Source: an optimization exercise on an open RTL-to-GDS flow (aim: small area, a short achievable clock period and few clock cycles). Production flows keep margins and buffers that such runs may drop. RTL that was checked went through simulation tests only; none was proved equivalent to the original. No driver is modelled on the clock port, so clocking that relies on it looks cheaper here than on a real chip. No activity file was given, so power comes from the tool's default toggle rates.

==> v23: inputs <==
==> flow/design.v <==
`default_nettype none
package rrts_pkg;
  typedef enum logic [2:0] {
    MODE_TICK   = 3'd0,
    MODE_SPAWN  = 3'd1,
    MODE_TERM   = 3'd2,
    MODE_BLOCK  = 3'd3,
    MODE_RESUME = 3'd4,
    MODE_SLEEP  = 3'd5,
    MODE_QUERY  = 3'd6,
    MODE_NOP    = 3'd7
  } mode_e;
  typedef enum logic [1:0] {
    STAT_OK       = 2'd0,
    STAT_NO_FREE  = 2'd1,
    STAT_NO_THR   = 2'd2,
    STAT_MAIN_SLP = 2'd3
  } status_e;
  typedef enum logic [1:0] {
    RS_READY   = 2'd0,
    RS_RUNNING = 2'd1,
    RS_BLOCKED = 2'd2
  } run_state_e;
  localparam logic [31:0] QuantaMax = 32'hFFFF_FFFF;
endpackage
`default_nettype wire
`default_nettype none
module rrts_sat_inc
(
  input  wire logic [31:0] a_i,
  output logic      [31:0] inc_o
);
  assign inc_o = (a_i == rrts_pkg::QuantaMax) ? a_i : a_i + 32'd1;
endmodule
`default_nettype wire
`default_nettype none
module round_robin_thread_scheduler
#(
  parameter int MAX_THREADS = 16
) (
  input  wire logic        clk_i,
  input  wire logic        rst_ni,
  input  wire logic        in_valid_i,
  output logic             in_stall_o,
  input  wire logic [2:0]  mode_i,
  input  wire logic [3:0]  thread_id_i,
  input  wire logic [15:0] sleep_quanta_i,
  output logic             out_valid_o,
  input  wire logic        out_stall_i,
  output logic [1:0]       status_o,
  output logic [31:0]      result_value_o,
  output logic [3:0]       running_thread_o,
  output logic             running_valid_o,
  output logic [31:0]      total_quanta_o
);
  localparam int N = 16;
  logic [N-1:0]  used_q, rdy_q, held_q, slp_q;
  logic [31:0]   ptq_q [N];
  logic [15:0]   dl_q  [N];
  logic [N*N-1:0] ob_q;
  logic [3:0]    cur_q;
  logic          curv_q;
  logic [31:0]   gq_q;
  logic          ov_q;
  logic [1:0]    st_q;
  logic [31:0]   val_q;
  logic          stall_q, qry_q, qv_q;
  logic          sw_q, pop_q, rq_q;
  logic          spawn_q, term_q, blk_q, res_q, slpc_q;
  logic [3:0]    tgt_q;
  assign in_stall_o = stall_q;
  logic accept;
  assign accept = in_valid_i & ~in_stall_o;
  function automatic logic older(input logic [N*N-1:0] m, input int i, input int j);
    older = (i < j) ? m[i*N+j] : ~m[j*N+i];
  endfunction
  logic [N-1:0] head_oh;
  always_comb begin
    for (int i = 0; i < N; i++) begin
      head_oh[i] = rdy_q[i];
      for (int j = 0; j < N; j++)
        if (j != i) head_oh[i] = head_oh[i] & (~rdy_q[j] | older(ob_q, i, j));
    end
  end
  logic [3:0] head;
  always_comb begin
    head = '0;
    for (int i = 0; i < N; i++) if (head_oh[i]) head = head | 4'(i);
  end
  logic qne;
  assign qne = |rdy_q;
  logic [3:0] fid;
  logic       anyfree;
  always_comb begin
    fid = '0;
    for (int i = N-1; i >= 0; i--) if (!used_q[i]) fid = 4'(i);
  end
  assign anyfree = ~&used_q;
  logic [N-1:0] rsel_q, rsel_d;
  logic [31:0]  rdat, rinc;
  always_comb begin
    rdat = '0;
    for (int i = 0; i < N; i++) rdat = rdat | (ptq_q[i] & {32{rsel_q[i]}});
  end
  rrts_sat_inc u_inc (.a_i(rdat), .inc_o(rinc));
  logic [31:0] gq_inc;
  rrts_sat_inc u_ginc (.a_i(gq_q), .inc_o(gq_inc));
  logic is_tick, is_spawn, is_term, is_blk, is_res, is_slp, is_qry;
  assign is_tick  = mode_i == rrts_pkg::MODE_TICK;
  assign is_spawn = mode_i == rrts_pkg::MODE_SPAWN;
  assign is_term  = mode_i == rrts_pkg::MODE_TERM;
  assign is_blk   = mode_i == rrts_pkg::MODE_BLOCK;
  assign is_res   = mode_i == rrts_pkg::MODE_RESUME;
  assign is_slp   = mode_i == rrts_pkg::MODE_SLEEP;
  assign is_qry   = mode_i == rrts_pkg::MODE_QUERY;
  logic usedt, runt, slp_ok, swx, sw;
  assign usedt  = used_q[thread_id_i];
  assign runt   = curv_q & (cur_q == thread_id_i);
  assign slp_ok = curv_q & (cur_q != 4'd0);
  assign swx    = ((is_term | is_blk) & runt) | (is_slp & slp_ok);
  assign sw     = is_tick | swx;
  logic [1:0] st_d;
  always_comb begin
    st_d = rrts_pkg::STAT_OK;
    if (is_spawn && !anyfree) st_d = rrts_pkg::STAT_NO_FREE;
    if ((is_term || is_blk || is_res || is_qry) && !usedt) st_d = rrts_pkg::STAT_NO_THR;
    if (is_slp && !curv_q) st_d = rrts_pkg::STAT_NO_THR;
    if (is_slp && curv_q && cur_q == 4'd0) st_d = rrts_pkg::STAT_MAIN_SLP;
  end
  logic [3:0] cur_d;
  logic       curv_d;
  always_comb begin
    cur_d  = cur_q;
    curv_d = curv_q;
    if (is_tick) begin
      if (qne) begin
        cur_d  = head;
        curv_d = 1'b1;
      end
    end else if (swx) begin
      cur_d  = qne ? head : 4'd0;
      curv_d = qne;
    end
  end
  always_comb begin
    rsel_d = '0;
    if (is_qry) rsel_d[thread_id_i] = 1'b1;
    else if ((is_tick || swx) && qne) rsel_d = head_oh;
    else if (!swx && curv_q) rsel_d[cur_q] = 1'b1;
  end
  logic [15:0] qm2_q;
  logic        fwq_q;
  always_ff @(posedge clk_i) begin
    qm2_q <= sleep_quanta_i - 16'd2;
    fwq_q <= (sleep_quanta_i[15:1] == 15'd0) | (&gq_q[31:1]);
  end
  logic [N-1:0] dhit_q;
  always_ff @(posedge clk_i) begin
    dhit_q[0] <= 1'b0;
    for (int i = 1; i < N; i++) dhit_q[i] <= dl_q[i] == gq_q[15:0];
  end
  always_ff @(posedge clk_i or negedge rst_ni) begin
    if (!rst_ni) begin
      ov_q   <= 1'b0;
      stall_q <= 1'b0;
      qry_q  <= 1'b0;
      cur_q  <= 4'd0;
      curv_q <= 1'b1;
      rsel_q <= N'(1);
      gq_q   <= 32'd1;
    end else begin
      stall_q <= accept | qry_q | (ov_q & out_stall_i);
      qry_q <= accept & is_qry;
      if (ov_q && !out_stall_i) ov_q <= 1'b0;
      if (qry_q) ov_q <= 1'b1;
      if (accept) begin
        ov_q   <= ~is_qry;
        cur_q  <= cur_d;
        curv_q <= curv_d;
        rsel_q <= rsel_d;
        if (sw) gq_q <= gq_inc;
      end
    end
  end
  always_ff @(posedge clk_i) begin
    if (accept) begin
      st_q  <= st_d;
      val_q <= (is_spawn && anyfree) ? 32'(fid) : 32'd0;
    end
    if (qv_q) val_q <= rdat;
  end
  always_ff @(posedge clk_i) begin
    sw_q    <= accept & sw;
    qv_q    <= accept & is_qry & usedt;
    pop_q   <= accept & sw & qne;
    rq_q    <= accept & is_tick & curv_q & qne;
    spawn_q <= accept & is_spawn & anyfree;
    term_q  <= accept & is_term & usedt;
    blk_q   <= accept & is_blk & usedt;
    res_q   <= accept & is_res & usedt;
    slpc_q  <= accept & is_slp & slp_ok;
    tgt_q   <= is_spawn ? fid : ((is_tick | is_slp) ? cur_q : thread_id_i);
  end
  logic        fw, dsat;
  logic [16:0] dsum;
  logic [15:0] dl_d;
  assign dsum = {1'b0, gq_q[15:0]} + {1'b0, qm2_q};
  assign dsat = (dsum[16] | (&dsum[15:0])) & (&gq_q[31:16]);
  assign dl_d = dsat ? 16'hFFFE : dsum[15:0];
  assign fw   = slpc_q & fwq_q;
  always_ff @(posedge clk_i) begin
    for (int i = 1; i < N; i++)
      if (slpc_q && tgt_q == 4'(i)) dl_q[i] <= dl_d;
  end
  logic [N-1:0] tsel, wake, push, rqsel;
  always_comb begin
    for (int i = 0; i < N; i++) begin
      tsel[i]  = tgt_q == 4'(i);
      rqsel[i] = rq_q & tsel[i];
      if (i == 0) wake[i] = 1'b0;
      else wake[i] = sw_q & used_q[i] & slp_q[i] & dhit_q[i];
      push[i] = rqsel[i] | (wake[i] & ~held_q[i]) | ((fw | spawn_q) & tsel[i])
              | (res_q & tsel[i] & used_q[i] & ~rdy_q[i] & ~slp_q[i]
                 & ~(curv_q & cur_q == 4'(i)));
    end
  end
  always_ff @(posedge clk_i or negedge rst_ni) begin
    if (!rst_ni) begin
      used_q <= N'(1);
      rdy_q  <= '0;
      held_q <= '0;
      slp_q  <= '0;
    end else begin
      for (int i = 0; i < N; i++) begin
        if (tsel[i] && spawn_q) begin
          used_q[i] <= 1'b1;
          held_q[i] <= 1'b0;
          slp_q[i]  <= 1'b0;
        end
        if (tsel[i] && term_q) begin
          used_q[i] <= 1'b0;
          held_q[i] <= 1'b0;
          slp_q[i]  <= 1'b0;
        end
        if (tsel[i] && blk_q) held_q[i] <= 1'b1;
        if (tsel[i] && res_q) held_q[i] <= 1'b0;
        if (i != 0 && tsel[i] && slpc_q && !fw) slp_q[i] <= 1'b1;
        if (wake[i]) slp_q[i] <= 1'b0;
        if ((pop_q && cur_q == 4'(i)) || (tsel[i] && (term_q || blk_q))) rdy_q[i] <= 1'b0;
        if (push[i]) rdy_q[i] <= 1'b1;
      end
    end
  end
  always_ff @(posedge clk_i) begin
    for (int i = 0; i < N; i++)
      for (int j = i + 1; j < N; j++)
        if (push[i] || push[j]) ob_q[i*N+j] <= push[j] & ~(push[i] & rqsel[j]);
  end
  logic [31:0]  pwd;
  logic [N-1:0] pwe;
  assign pwd = rinc & {32{~spawn_q}};
  assign pwe = ({N{spawn_q}} & tsel) | ({N{sw_q}} & rsel_q);
  always_ff @(posedge clk_i or negedge rst_ni) begin
    if (!rst_ni) ptq_q[0] <= 32'd1;
    else if (pwe[0]) ptq_q[0] <= pwd;
  end
  always_ff @(posedge clk_i) begin
    for (int i = 1; i < N; i++)
      if (pwe[i]) ptq_q[i] <= pwd;
  end
  assign out_valid_o      = ov_q;
  assign status_o         = st_q;
  assign result_value_o   = val_q;
  logic [3:0]  curo_q;
  logic        curvo_q;
  logic [31:0] gqo_q;
  always_ff @(posedge clk_i) begin
    if (accept) begin
      curo_q  <= cur_d;
      curvo_q <= curv_d;
    end
    if (!rst_ni) gqo_q <= gq_q;
    else if (accept && sw) gqo_q <= gq_inc;
  end
  assign running_thread_o = curo_q;
  assign running_valid_o  = curvo_q;
  assign total_quanta_o   = gqo_q;
endmodule
`default_nettype wire
==> flow/flow/run.sh <==
#!/bin/bash
# Standard layout with a tighter setup repair target (the clock stays at the design's period),
# a clock tree of fewer buffers and no dummy loads, port buffers sized up before clock tree
# synthesis, and cells stepped down in size after it wherever the worst slack allows.
cp standard.sh standard_copy.txt
export SETUP_SLACK_MARGIN=${SETUP_SLACK_MARGIN_OVERRIDE:-8.6}
export CTS_ARGS="-sink_clustering_enable -repair_clock_nets -dont_use_dummy_load -sink_clustering_size 22 -sink_clustering_max_diameter 100 -buf_list {sky130_fd_sc_hd__clkbuf_16}"
export PRE_CTS_TCL=$PWD/flow/iobuf.tcl
export POST_CTS_TCL=$PWD/flow/downsize.tcl
bash standard.sh > standard.log 2>&1
==> flow/flow/downsize.tcl <==
estimate_parasitics -placement
# Area recovery: step each cell down to the next smaller drive of the same function while the
# worst setup slack stays at or above what it was, and no max slew / capacitance violation appears.
proc ds_smaller { master } {
  # sky130_fd_sc_hd__<func>_<n> -> list of smaller sizes of the same function, largest first
  if { ![regexp {^(sky130_fd_sc_hd__[a-z0-9]+)_([0-9]+)$} $master -> base n] } { return {} }
  set out {}
  foreach lc [get_lib_cells ${base}_*] {
    set name [get_name $lc]
    if { [regexp "^${base}_(\[0-9\]+)\$" $name -> m] && $m < $n } { lappend out [list $m $name] }
  }
  set out [lsort -integer -decreasing -index 0 $out]
  return [lmap x $out { lindex $x 1 }]
}
set ds_dont_use [list]
foreach p $::env(DONT_USE_CELLS) { foreach lc [get_lib_cells -quiet $p] { lappend ds_dont_use [get_name $lc] } }
proc ds_violations {} {
  return [expr { [sta::max_slew_violation_count] + [sta::max_capacitance_violation_count] }]
}
set ds_target [expr { [sta::worst_slack -max] - 0.001 }]
set ds_viol [ds_violations]
puts "downsize: start wns [sta::worst_slack -max] viol $ds_viol"
set insts {}
foreach inst [get_cells *] {
  set m [get_property $inst ref_name]
  if { [string match "*clkbuf*" $m] || [string match "*tap*" $m] || [string match "*fill*" $m] || [string match "*decap*" $m] } { continue }
  if { [regexp {_([0-9]+)$} $m -> n] && $n > 1 } { lappend insts $inst }
}
set changed 0
foreach inst $insts {
  set name [get_full_name $inst]
  set orig [get_property $inst ref_name]
  foreach cand [ds_smaller $orig] {
    if { [lsearch -exact $ds_dont_use $cand] >= 0 } { continue }
    set cur [get_property [get_cells $name] ref_name]
    replace_cell $name $cand
    if { [sta::worst_slack -max] < $ds_target || [ds_violations] > $ds_viol } {
      replace_cell $name $cur
      break
    }
    incr changed
  }
}
puts "downsize: end wns [sta::worst_slack -max] changes $changed"
==> flow/flow/iobuf.tcl <==
# Size up the port buffers: the standard flow leaves slow delay cells or small buffers on the
# ports whose paths already meet the repair target.
proc iobuf_fix { inst } {
  set cell [get_property $inst ref_name]
  if { [string match "*dly*" $cell] || [string match "*__buf_1" $cell] || [string match "*__buf_2" $cell] } {
    puts "iobuf: [get_full_name $inst] $cell -> sky130_fd_sc_hd__buf_4"
    replace_cell [get_full_name $inst] sky130_fd_sc_hd__buf_4
  }
}
foreach port [all_outputs] {
  set net [get_nets -quiet [get_full_name $port]]
  if { $net == "" } { continue }
  foreach pin [get_pins -quiet -of_objects $net -filter "direction == output"] {
    iobuf_fix [get_cells -of_objects $pin]
  }
}
foreach port [all_inputs] {
  set name [get_full_name $port]
  if { $name == "clk_i" } { continue }
  set net [get_nets -quiet $name]
  if { $net == "" } { continue }
  foreach pin [get_pins -quiet -of_objects $net -filter "direction == input"] {
    iobuf_fix [get_cells -of_objects $pin]
  }
}
==> flow/standard.sh <==
#!/bin/bash
# synth_recipe.tcl (not shown) runs the flow's synth.tcl, then flattens the netlist and writes it again
# the make line also repeats each setting of config.mk as NAME=value (left out here)
make -C /OpenROAD-flow-scripts/flow DESIGN_CONFIG=/design/flow/config.mk WORK_HOME=/design/flow/orfs CLKGATE_MAP_FILE= SYNTH_SCRIPT=/design/flow/synth_recipe.tcl "${@:-finish}"
==> flow/config.mk <==
export PLATFORM = sky130hd
export DESIGN_NAME = round_robin_thread_scheduler
export DESIGN_NICKNAME = round_robin_thread_scheduler
export VERILOG_FILES = /design/flow/design.v
export SDC_FILE = /design/flow/constraint.sdc
export NUM_CORES = 8
export LEC_CHECK = 0
export CAP_MARGIN = 20
export CORE_MARGIN = 2
export CORE_UTILIZATION = 52
export PLACE_DENSITY = 0.62
export SLEW_MARGIN = 20
export TNS_END_PERCENT = 20
==> flow/constraint.sdc <==
create_clock -name core_clock -period 12.0 [get_ports {clk_i}]
set_input_delay 2.4000 -clock core_clock [delete_from_list [all_inputs] [get_ports {clk_i}]]
set_output_delay 2.4000 -clock core_clock [all_outputs]
set_load 0.01 [all_outputs]
==> v25 (differences from v23) <==
--- a/flow/design.v
+++ b/flow/design.v
@@ -276,10 +276,7 @@
   logic [31:0] gqo_q;
   always_ff @(posedge clk_i) begin
-    if (accept) begin
-      curo_q  <= cur_d;
-      curvo_q <= curv_d;
-    end
-    if (!rst_ni) gqo_q <= gq_q;
-    else if (accept && sw) gqo_q <= gq_inc;
+    curo_q  <= accept ? cur_d : cur_q;
+    curvo_q <= accept ? curv_d : curv_q;
+    gqo_q   <= (accept && sw) ? gq_inc : gq_q;
   end
   assign running_thread_o = curo_q;
==> flow/flow/run.sh (replaced) <==
#!/bin/bash
# Standard layout with a tighter setup repair target (the clock stays at the design's period),
# a clock tree of smaller buffers, larger sink clusters and no dummy loads, and port buffers
# sized up before clock tree synthesis.
cp standard.sh standard_copy.txt
export SETUP_SLACK_MARGIN=${SETUP_SLACK_MARGIN_OVERRIDE:-8.4}
export CTS_ARGS="-sink_clustering_enable -repair_clock_nets -dont_use_dummy_load -sink_clustering_size 22 -sink_clustering_max_diameter 100 -buf_list {sky130_fd_sc_hd__clkbuf_16}"
export PRE_CTS_TCL=$PWD/flow/iobuf.tcl
bash standard.sh > standard.log 2>&1
- CORE_UTILIZATION: 52 -> 60
- PLACE_DENSITY: 0.62 -> 0.7
- TNS_END_PERCENT: 20 -> 0
removed: flow/flow/downsize.tcl
==> v5 (differences from v23) <==
--- a/flow/design.v
+++ b/flow/design.v
@@ -274,12 +274,13 @@
   logic [3:0]  curo_q;
   logic        curvo_q;
-  logic [31:0] gqo_q;
-  always_ff @(posedge clk_i) begin
-    if (accept) begin
-      curo_q  <= cur_d;
-      curvo_q <= curv_d;
-    end
-    if (!rst_ni) gqo_q <= gq_q;
-    else if (accept && sw) gqo_q <= gq_inc;
+  logic [31:0] gqo_q, gqo_inc;
+  always_ff @(posedge clk_i) begin
+    curo_q  <= accept ? cur_d : cur_q;
+    curvo_q <= accept ? curv_d : curv_q;
+  end
+  rrts_sat_inc u_goinc (.a_i(gqo_q), .inc_o(gqo_inc));
+  always_ff @(posedge clk_i or negedge rst_ni) begin
+    if (!rst_ni) gqo_q <= 32'd1;
+    else if (accept && sw) gqo_q <= gqo_inc;
   end
   assign running_thread_o = curo_q;
==> flow/flow/run.sh (replaced) <==
#!/bin/bash
# Standard layout with a tighter setup repair target (the clock stays at the design's period),
# a clock tree of smaller buffers, larger sink clusters and no dummy loads, and port buffers
# sized up before clock tree synthesis.
cp standard.sh standard_copy.txt
export SETUP_SLACK_MARGIN=${SETUP_SLACK_MARGIN_OVERRIDE:-8.4}
export CTS_ARGS="-sink_clustering_enable -repair_clock_nets -dont_use_dummy_load -sink_clustering_size 22 -sink_clustering_max_diameter 100 -buf_list {sky130_fd_sc_hd__clkbuf_16}"
export PRE_CTS_TCL=$PWD/flow/iobuf.tcl
bash standard.sh > standard.log 2>&1
- CORE_UTILIZATION: 52 -> 60
- PLACE_DENSITY: 0.62 -> 0.7
- TNS_END_PERCENT: 20 -> 0
removed: flow/flow/downsize.tcl
==> results.yml <==
yosys:
  synth-async-reset-ratio_pct: 13.6
  synthTopCellsByArea: "edfxtp_1 (57%), dfrtp_1 (7.5%), xnor2_1 (5.4%), nand2_1 (2.8%), a22o_1 (2.5%)"
route:
  wirelength_um: 155000
  routedWlPerCell_um: 31.6
setup_path:
  crit_end: "ptq_q[0][20]"
  startpoint_type: "flip-flop"
cells_and_area:
  clkCellAreaFrac_pct: 2.63
  fin_nets: 3793
  register_area_um2: 32000
  multiInputGateArea_um2: 15400
die:
  tap-cell-count: 1186
  initial_utilization_pct: 52.5
power:
  pg_clk_mw: 2.00
cts:
  cts.reportedPaths.clkPinSlew_ns: 0.10
global_routing:
  grt.total_usage_pct: 31.2
run_status:
  status: "timing/DRC/antenna clean"
-- figures above: v23

==> results.yml <==
run_status:
  status: "timing/DRC/antenna clean"
cells_and_area:
  fin_nets: 3543
  register_area_um2: 31700
setup_path:
  crit_end: "ptq_q[11][4]"
route:
  routedWlPerCell_um: 30.9
  wirelength_um: 140000
die:
  tap-cell-count: 1040
  initial_utilization_pct: 60.5
yosys:
  synthTopCellsByArea: "edfxtp_1 (56%), dfrtp_1 (7.8%), xnor2_1 (5.4%), dfxtp_1 (3.5%), a22o_1 (2.7%)"
  synth-async-reset-ratio_pct: 13.6
cts:
  cts.reportedPaths.clkPinSlew_ns: 0.09
-- figures above: v25

==> results.yml <==
setup_path:
  crit_end: "gqo_q[27]"
  crit_type: "input port to flip-flop"
  startpoint_type: "input port"
cells_and_area:
  multi_input_gates: 2146
  register_area_um2: 31800
  fin_nets: 3639
  multiInputGateArea_um2: 15000
cts:
  cts.reportedPaths.clkPinSlew_ns: 0.10
global_routing:
  grtUsageMet1_pct: 47.3
  grt.total_usage_pct: 34.7
run_status:
  status: "timing/DRC/antenna clean"
route:
  wirelength_um: 144000
  routedWlPerCell_um: 31.1
timing:
  finalSetupViolCount: 0
yosys:
  synthTopCellsByArea: "edfxtp_1 (55%), dfrtp_1 (9.2%), xnor2_1 (5.9%), a22o_1 (2.8%), a221oi_1 (2.7%)"
die:
  tap-cell-count: 1050
  initial_utilization_pct: 60.6
power:
  pg_clk_mw: 1.97
-- figures above: v5

Testbench counts of v23, summed over its fixed seeds: cycles 49,907.
Testbench counts of v5, summed over its fixed seeds: cycles 49,907.
Only the layout flow was run in v25; the RTL was not checked for function there.

[port drivers added, routing unchanged]
The flow's constraints put no driver on any port. The routed layouts listed below were extracted and timed again, unchanged, in two steps.
Step 1 (the two cells are an assumption about what drives the block):
set clk [get_ports {clk_i}]
set_driving_cell -lib_cell sky130_fd_sc_hd__clkbuf_16 $clk
set_driving_cell -lib_cell sky130_fd_sc_hd__buf_2 [delete_from_list [all_inputs] $clk]
Step 2 times the ports against the registers' clock, not the clock port: input delays grow and output delays shrink by t, the midpoint of the rising clock arrivals with the driver on.
a / b / c = ideal ports / drivers / drivers and shift; a / b = the first two.
| run | t, ns | setup slack, ns | slew at the worst register clock pin (ns) | cell pins on the clock port's net |
|---|---|---|---|---|
| v23 | 0.725 | 8.190 / 8.168 / 7.634 | 0.10 / 0.10 | 1 |
| v25 | 0.710 | 7.966 / 7.966 / 7.269 | 0.10 / 0.10 | 1 |
| v5 | 0.715 | 8.122 / 8.084 / 7.370 | 0.10 / 0.10 | 1 |
After both steps every run listed still meets setup and hold. For v5, which loses most, drivers alone change the setup slack by -0.038 ns; drivers and shift together by -0.752 ns.
